From an optimization exercise on the open Yosys and OpenROAD flow, aimed at small area and a short achievable clock period; shortcuts taken in it are not production practice. RTL that was checked went through simulation tests only; none was proved equivalent to the original. Power figures rest on the tool's default switching activity, not on a simulated workload.

the reference run:
==> flow/design.v <==
package spi_ram_pkg;
  localparam int MEM_DEPTH_DEF = 256;
  localparam int ADDR_SIZE_DEF = 8;
  typedef enum logic [1:0] {
    OP_WR_ADDR = 2'b00,
    OP_WR_DATA = 2'b01,
    OP_RD_ADDR = 2'b10,
    OP_RD_DATA = 2'b11
  } opcode_e;
  typedef enum logic [1:0] {
    ST_NONE  = 2'b00,
    ST_WR_OK = 2'b01,
    ST_RD_OK = 2'b10,
    ST_BOTH  = 2'b11
  } seq_state_e;
endpackage
module spi_ram_array (
  input  logic        clk,
  input  logic [15:0] wsel_hi_i,
  input  logic [15:0] wsel_lo_i,
  input  logic [7:0]  wdata_i,
  input  logic [15:0] rsel_lo_i,
  output logic [127:0] grp_o
);
  logic [7:0]  mem_q [256];
  always_ff @(posedge clk) begin
    for (int r = 0; r < 256; r++) begin
      if (wsel_hi_i[r/16] && wsel_lo_i[r%16]) mem_q[r] <= wdata_i;
    end
  end
  always_comb begin
    for (int h = 0; h < 16; h++) begin
      grp_o[h*8 +: 8] = '0;
      for (int l = 0; l < 16; l++) grp_o[h*8 +: 8] = grp_o[h*8 +: 8] | (mem_q[h*16+l] & {8{rsel_lo_i[l]}});
    end
  end
endmodule
module spi_ram_ctrl (
  input  logic       clk,
  input  logic       rst_n,
  input  logic [9:0] din,
  input  logic       rx_valid,
  output logic [7:0] dout,
  output logic       tx_valid,
  output logic       cmd_err
);
  logic live_q, wr_ok_q, rd_ok_q, tx_valid_q, cmd_err_q;
  logic [15:0] wsel_hi_q, wsel_lo_q, rsel_hi_q, rsel_lo_q, rsel_lo_d;
  logic [15:0] din_hi_oh, din_lo_oh, pw_hi_q, pw_lo_q;
  logic [127:0] grp_d, grp_q;
  logic [7:0] rd_grp, rd_byte, pdat_q, pdat2_q, dout_q;
  logic pend_q, same_q, same_d, pend_same, hit1_q, hit2_q;
  logic accept, ld_ra_any, ld_wa, ld_ra, wr_cmd, rd_cmd, do_wr, do_rd, bad_cmd;
  assign accept  = rx_valid && live_q;
  assign ld_wa   = accept && din[9:8] == spi_ram_pkg::OP_WR_ADDR;
  assign ld_ra   = accept && din[9:8] == spi_ram_pkg::OP_RD_ADDR;
  assign wr_cmd  = accept && din[9:8] == spi_ram_pkg::OP_WR_DATA;
  assign rd_cmd  = accept && din[9:8] == spi_ram_pkg::OP_RD_DATA;
  assign do_wr   = wr_cmd && wr_ok_q;
  assign do_rd   = rd_cmd && rd_ok_q;
  assign bad_cmd = (wr_cmd && !wr_ok_q) || (rd_cmd && !rd_ok_q);
  always_comb begin
    for (int i = 0; i < 16; i++) begin
      din_hi_oh[i] = din[7:4] == 4'(i);
      din_lo_oh[i] = din[3:0] == 4'(i);
    end
  end
  always_comb begin
    pend_same = same_q;
    if (ld_ra) pend_same = |(din_hi_oh & wsel_hi_q) && |(din_lo_oh & wsel_lo_q);
    same_d = pend_same;
    if (ld_wa) same_d = |(din_hi_oh & rsel_hi_q) && |(din_lo_oh & rsel_lo_q);
  end
  assign ld_ra_any = rx_valid && din[9:8] == spi_ram_pkg::OP_RD_ADDR;
  assign rsel_lo_d = ld_ra_any ? din_lo_oh : rsel_lo_q;
  always_ff @(posedge clk) begin
    if (ld_wa) begin
      wsel_hi_q <= din_hi_oh;
      wsel_lo_q <= din_lo_oh;
    end
    pend_q  <= do_wr;
    pw_hi_q <= wsel_hi_q & {16{do_wr}};
    pw_lo_q <= wsel_lo_q & {16{do_wr}};
    pdat_q  <= din[7:0];
    pdat2_q <= pdat_q;
    hit1_q  <= do_wr && same_q;
    hit2_q  <= pend_q && pend_same;
    grp_q   <= grp_d;
  end
  always_ff @(posedge clk or negedge rst_n) begin
    if (!rst_n) begin
      live_q     <= 1'b0;
      wr_ok_q    <= 1'b0;
      rd_ok_q    <= 1'b0;
      tx_valid_q <= 1'b0;
      cmd_err_q  <= 1'b0;
      rsel_hi_q  <= '0;
      rsel_lo_q  <= '0;
      same_q     <= 1'b0;
      dout_q     <= 8'h00;
    end else begin
      live_q     <= 1'b1;
      wr_ok_q    <= wr_ok_q || ld_wa;
      rd_ok_q    <= rd_ok_q || ld_ra;
      tx_valid_q <= do_rd;
      cmd_err_q  <= bad_cmd;
      if (ld_ra) begin
        rsel_hi_q <= din_hi_oh;
        rsel_lo_q <= din_lo_oh;
      end
      same_q     <= same_d;
      if (do_rd) dout_q <= rd_byte;
    end
  end
  spi_ram_array u_array (
    .clk      (clk),
    .wsel_hi_i(pw_hi_q),
    .wsel_lo_i(pw_lo_q),
    .wdata_i  (pdat_q),
    .rsel_lo_i(rsel_lo_d),
    .grp_o    (grp_d)
  );
  always_comb begin
    rd_grp = '0;
    for (int h = 0; h < 16; h++) rd_grp = rd_grp | (grp_q[h*8 +: 8] & {8{rsel_hi_q[h]}});
  end
  assign rd_byte = hit1_q ? pdat_q : hit2_q ? pdat2_q : rd_grp;
  assign dout     = dout_q;
  assign tx_valid = tx_valid_q;
  assign cmd_err  = cmd_err_q;
endmodule
Settings: LEC_CHECK=0, ABC_CLOCK_PERIOD_IN_PS=2200, CAP_MARGIN=20, CORE_MARGIN=2, CORE_UTILIZATION=50, CTS_CLUSTER_DIAMETER=80, CTS_CLUSTER_SIZE=30, SETUP_SLACK_MARGIN=1.9, SLEW_MARGIN=20, TNS_END_PERCENT=20; clock period 4.4 ns.
standard.sh (not shown) runs the stock make flow with config.mk's settings and CLKGATE_MAP_FILE= SYNTH_SCRIPT=/design/flow/synth_recipe.tcl, a recipe that flattens the netlist after the stock synthesis.
==> flow/flow/run.sh <==
#!/bin/bash
# Standard layout (the standard.sh, standard synthesis included), with two changes:
# - ports are buffered with buf_4 instead of the resizer's default pick (clkdlybuf4s50_1,
#   a delay cell), so input and output paths do not start or end on a slow buffer;
# - timing repair may swap a cell for one of another footprint (MATCH_CELL_FOOTPRINT=0).
set -euo pipefail
bash standard.sh "BUFFER_PORTS_ARGS=-buffer_cell sky130_fd_sc_hd__buf_4" MATCH_CELL_FOOTPRINT=0 finish > standard_flow.log 2>&1
Every stage of the flow completed for the reference run, and the final layout passed the timing, DRC and antenna checks.
Modified inputs, the trial run compared to the reference run
--- a/flow/design.v
+++ b/flow/design.v
@@ -15,18 +15,21 @@
   } seq_state_e;
 endpackage
 module spi_ram_array (
   input  logic        clk,
+  input  logic        we_i,
   input  logic [15:0] wsel_hi_i,
   input  logic [15:0] wsel_lo_i,
   input  logic [7:0]  wdata_i,
   input  logic [15:0] rsel_lo_i,
   output logic [127:0] grp_o
 );
   logic [7:0]  mem_q [256];
+  logic [15:0] we_hi;
+  assign we_hi = wsel_hi_i & {16{we_i}};
   always_ff @(posedge clk) begin
     for (int r = 0; r < 256; r++) begin
-      if (wsel_hi_i[r/16] && wsel_lo_i[r%16]) mem_q[r] <= wdata_i;
+      if (we_hi[r/16] && wsel_lo_i[r%16]) mem_q[r] <= wdata_i;
     end
   end
   always_comb begin
     for (int h = 0; h < 16; h++) begin
@@ -45,9 +48,9 @@
   output logic       cmd_err
 );
   logic live_q, wr_ok_q, rd_ok_q, tx_valid_q, cmd_err_q;
   logic [15:0] wsel_hi_q, wsel_lo_q, rsel_hi_q, rsel_lo_q, rsel_lo_d;
-  logic [15:0] din_hi_oh, din_lo_oh, pw_hi_q, pw_lo_q;
+  logic [15:0] din_hi_oh, din_lo_oh;
   logic [127:0] grp_d, grp_q;
   logic [7:0] rd_grp, rd_byte, pdat_q, pdat2_q, dout_q;
   logic pend_q, same_q, same_d, pend_same, hit1_q, hit2_q;
   logic accept, ld_ra_any, ld_wa, ld_ra, wr_cmd, rd_cmd, do_wr, do_rd, bad_cmd;
@@ -78,10 +81,8 @@
       wsel_hi_q <= din_hi_oh;
       wsel_lo_q <= din_lo_oh;
     end
     pend_q  <= do_wr;
-    pw_hi_q <= wsel_hi_q & {16{do_wr}};
-    pw_lo_q <= wsel_lo_q & {16{do_wr}};
     pdat_q  <= din[7:0];
     pdat2_q <= pdat_q;
     hit1_q  <= do_wr && same_q;
     hit2_q  <= pend_q && pend_same;
@@ -113,10 +114,11 @@
     end
   end
   spi_ram_array u_array (
     .clk      (clk),
-    .wsel_hi_i(pw_hi_q),
-    .wsel_lo_i(pw_lo_q),
+    .we_i     (pend_q),
+    .wsel_hi_i(wsel_hi_q),
+    .wsel_lo_i(wsel_lo_q),
     .wdata_i  (pdat_q),
     .rsel_lo_i(rsel_lo_d),
     .grp_o    (grp_d)
   );
--- outcome ---
Diff the trial run..the reference run | cell internal power dissipation | negligible
The trial run has clock power above what the reference run had.
Summary of the trial run over the reference run: time the final worst path needs with I/O delays and setup has decreased, final worst slack now sits higher, peak ir drop on the vdd network lost about 11%.
The trial run against the reference run: flip-flop and latch count after synthesis went down 1.4%, number of antenna repair diodes has decreased, aggregate routed wire length now larger, power has increased.
In the flow results for the trial run and the reference run, the layout sequential cell count is smaller on the trial run.
Going from the reference run to the trial run, post-route clock skew now larger, multiplexer fraction of the synthesized cell area comparable.
The cell area after layout on the trial run is in line with that on the reference run.
The trial run: total met2 wirelength after detailed routing is 1.0% lower than what the reference run reported.
No functional check of the RTL was part of the reference run.

static timing again, ports no longer ideal:
The flow's constraints put no driver on any port. The routed layouts listed below were extracted and timed again, unchanged, in two steps. Step 1: set_driving_cell puts a clkbuf_16 on clk and a buf_2 on each other input, an assumption about the parent block. Step 2 moves the port delays by t, midway between the first and last clock arrival at a register: inputs arrive t later, outputs are due t later. That takes back most of the time a late clock gives input paths. Three values: ideal ports, drivers, drivers and shift; two values: the first two.
run	t, ns	setup slack, ns	worst setup path at the end
the reference run	0.849	1.713 / 1.713 / 1.060	input to register
the trial run	0.848	1.742 / 1.742 / 1.062	input to register
After both steps every run listed still meets setup and hold. For the trial run, which loses most, drivers alone change the setup slack by 0.000 ns; drivers and shift together by -0.680 ns.
